What follows belongs to an exercise in optimizing a design on an open flow for small area; a production flow would make more cautious choices.
Only simulation tests tie the RTL to the original design; equivalence was not proved.
Power figures rest on the tool's default switching activity, not on a simulated workload.

// operand_issue
module operand_issue (
    input  logic          clk,
    input  logic          rst,
    input  logic          issue_valid,
    output logic          issue_ready,
    input  logic [AW-1:0] rs_addr,
    input  logic [AW-1:0] rt_addr,
    input  logic [AW-1:0] rd_addr,
    input  logic [15:0]   imm,
    input  logic          use_imm,
    input  logic          sign_ext,
    input  logic [2:0]    alu_op,
    output logic [W-1:0]  in1,
    output logic [W-1:0]  in2,
    output logic [2:0]    alu_control,
    output logic [AW-1:0] ex_rd,
    output logic          ex_valid,
    input  logic          ex_ready,
    input  logic          wb_en,
    input  logic [AW-1:0] wb_addr,
    input  logic [W-1:0]  wb_data,
    input  logic          flags_en,
    input  logic          zflag_in,
    input  logic          carryflag_in,
    input  logic          overflowflag_in,
    input  logic          signflag_in,
    output logic [3:0]    flags
);
    localparam int NT1 = 33;
    localparam int NT2 = 34;
    logic [NREG*W-1:0] rf_data;
    logic [NREG-1:0]   rf_valid;
    logic              wb_live;
    logic              accept;
    logic              load;      
    logic              hold;      
    logic              byp1, byp2;
    logic [NREG-1:0]   sel1, sel2;
    logic              sel_imm_lo, sel_imm_hi;
    logic [W-1:0]      in1_q, in2_q, in1_d, in2_d;
    logic [2:0]        alu_q;
    logic [AW-1:0]     rd_q;
    logic              valid_q;
    logic [3:0]        flags_q;
    reg_file_2r1w #(
        .DW(W),
        .NR(NREG),
        .AW(AW)
    ) u_rf (
        .clk      (clk),
        .rst      (rst),
        .we       (wb_en),
        .waddr    (wb_addr),
        .wdata    (wb_data),
        .rdata_all(rf_data),
        .rvalid   (rf_valid)
    );
    assign wb_live = wb_en && (wb_addr != '0);
    assign issue_ready = !valid_q || ex_ready;
  ...
Size in the first run: roughly 160 I/O pins, about 42000 µm² of cells after synthesis.
clock: 5.0 ns
lec_check: 0
cap_margin: 20
core_margin: 2
core_utilization: 61
cts_buf_list: sky130_fd_sc_hd__clkbuf_16
cts_cluster_diameter: 100
cts_cluster_size: 24
slew_margin: 20
synth_hierarchical: 1
standard.sh (not shown) runs the stock make flow with config.mk's settings and CLKGATE_MAP_FILE= SYNTH_SCRIPT=/design/flow/synth_recipe.tcl, a recipe that flattens the netlist after the stock synthesis.
==> flow/flow/run.sh <==
#!/bin/bash
# Standard ORFS layout, with the port buffers made from the smallest buffer cell.
set -euo pipefail
bash standard.sh BUFFER_PORTS_ARGS="-buffer_cell sky130_fd_sc_hd__buf_1" finish > standard_flow.log 2>&1
Then changed:
Settings changed: CAP_MARGIN 20 to 5, CORE_UTILIZATION 61 to 50, SLEW_MARGIN 20 to 5.
Outcome:
- This time the run finished but failed the layout checks on capacitance limit
- die area went up by 22%
- sequential power stays flat
- core utilization falls by 12 points
- global-route usage goes down by 5.7 points
Then changed:
==> flow/run.sh (new file) <==
#!/bin/bash
# synth_recipe.tcl (not shown) runs the flow's synth.tcl, then flattens the netlist and writes it again
# the make line also repeats each setting of config.mk as NAME=value (left out here)
make -C /OpenROAD-flow-scripts/flow DESIGN_CONFIG=/design/flow/config.mk WORK_HOME=/design/flow/orfs CLKGATE_MAP_FILE= SYNTH_SCRIPT=/design/flow/synth_recipe.tcl finish
Settings changed: CAP_MARGIN 5 to 20, CTS_CLUSTER_SIZE 24 to 20, SLEW_MARGIN 5 to 20.
removed: flow/flow/run.sh
removed: flow/standard.sh
=> With this change the flow ran to the end with no violations; sequential share of layout area drops by 2.2 points; clock-buffer cell count climbs by 8; worst setup slack got worse by 0.15 ns; synthesized area stays the same.
Then changed:
Settings changed: CORE_UTILIZATION 50 to 30, CTS_BUF_LIST sky130_fd_sc_hd__clkbuf_16 to unset, CTS_CLUSTER_DIAMETER 100 to unset, CTS_CLUSTER_SIZE 20 to unset.
Flip-flop and latch count stays the same.
Non-clock buffer count decreases by 83.
Count of clock-buffer cells in the layout goes up by 86.
Power rises by 18%.
Then changed:
==> flow/flow/run.sh (new file) <==
#!/bin/bash
# Standard ORFS layout, with the port buffers made from the smallest buffer cell.
set -euo pipefail
bash standard.sh BUFFER_PORTS_ARGS="-buffer_cell sky130_fd_sc_hd__buf_1" finish > standard_flow.log 2>&1
==> flow/standard.sh (new file) <==
#!/bin/bash
# synth_recipe.tcl (not shown) runs the flow's synth.tcl, then flattens the netlist and writes it again
# the make line also repeats each setting of config.mk as NAME=value (left out here)
make -C /OpenROAD-flow-scripts/flow DESIGN_CONFIG=/design/flow/config.mk WORK_HOME=/design/flow/orfs CLKGATE_MAP_FILE= SYNTH_SCRIPT=/design/flow/synth_recipe.tcl "${@:-finish}"
Settings changed: CORE_UTILIZATION 30 to 50, CTS_BUF_LIST set to sky130_fd_sc_hd__clkbuf_16, CTS_CLUSTER_DIAMETER set to 100, CTS_CLUSTER_SIZE set to 20.
removed: flow/run.sh
The changed run finished with timing, DRC and antenna clean.
Critical path depth stays the same.
Routed wire length grows by 7.2%.
Combinational power hardly moves.
Cell area decreases by 8.2%.
Register-to-register slack degrades by 0.28 ns.
Flip-flop and latch count does not change.
Core utilization climbs by 20 points.

[afterwards: timing with drivers on the ports]
In the flow no input, the clock included, has a driving cell. The finished layouts below were timed again as built, in two steps. Step 1 (the two cells are an assumption about what drives the block):
set clk [get_ports {clk}]
set_driving_cell -lib_cell sky130_fd_sc_hd__clkbuf_16 $clk
set_driving_cell -lib_cell sky130_fd_sc_hd__buf_2 [delete_from_list [all_inputs] $clk]
Step 2 also shifts input and output timing later by t, the mid clock arrival at the registers, as if the neighbouring blocks saw the same clock. a / b / c = ideal / step 1 / step 2; a / b = the first two.
| run | t (ns) | slack for setup (ns) | worst setup path at the end | clock arrival spread, ns | worst register clock-pin slew, ns |
|---|---|---|---|---|---|
| the first run | 0.745 | 0.802 / 0.847 / 0.102 | input to register | 0.050 / 0.050 | 0.11 / 0.11 |
| the second run | 0.742 | 0.847 / 0.870 / 0.128 | input to register | 0.057 / 0.058 | 0.11 / 0.11 |
| the third run | 0.749 | 0.697 / 0.741 / -0.008 | input to register | 0.046 / 0.046 | 0.10 / 0.10 |
| the fourth run | 0.798 | 0.970 / 1.023 / 0.225 | input to register | 0.026 / 0.026 | 0.07 / 0.07 |
| the fifth run | 0.749 | 0.950 / 0.975 / 0.226 | input to register | 0.021 / 0.020 | 0.09 / 0.09 |
With both steps, setup timing fails in the third run, where it was met with ideal ports. The setup slack of the fourth run, which loses most, moves by +0.053 ns with the drivers and by -0.745 ns with both steps.
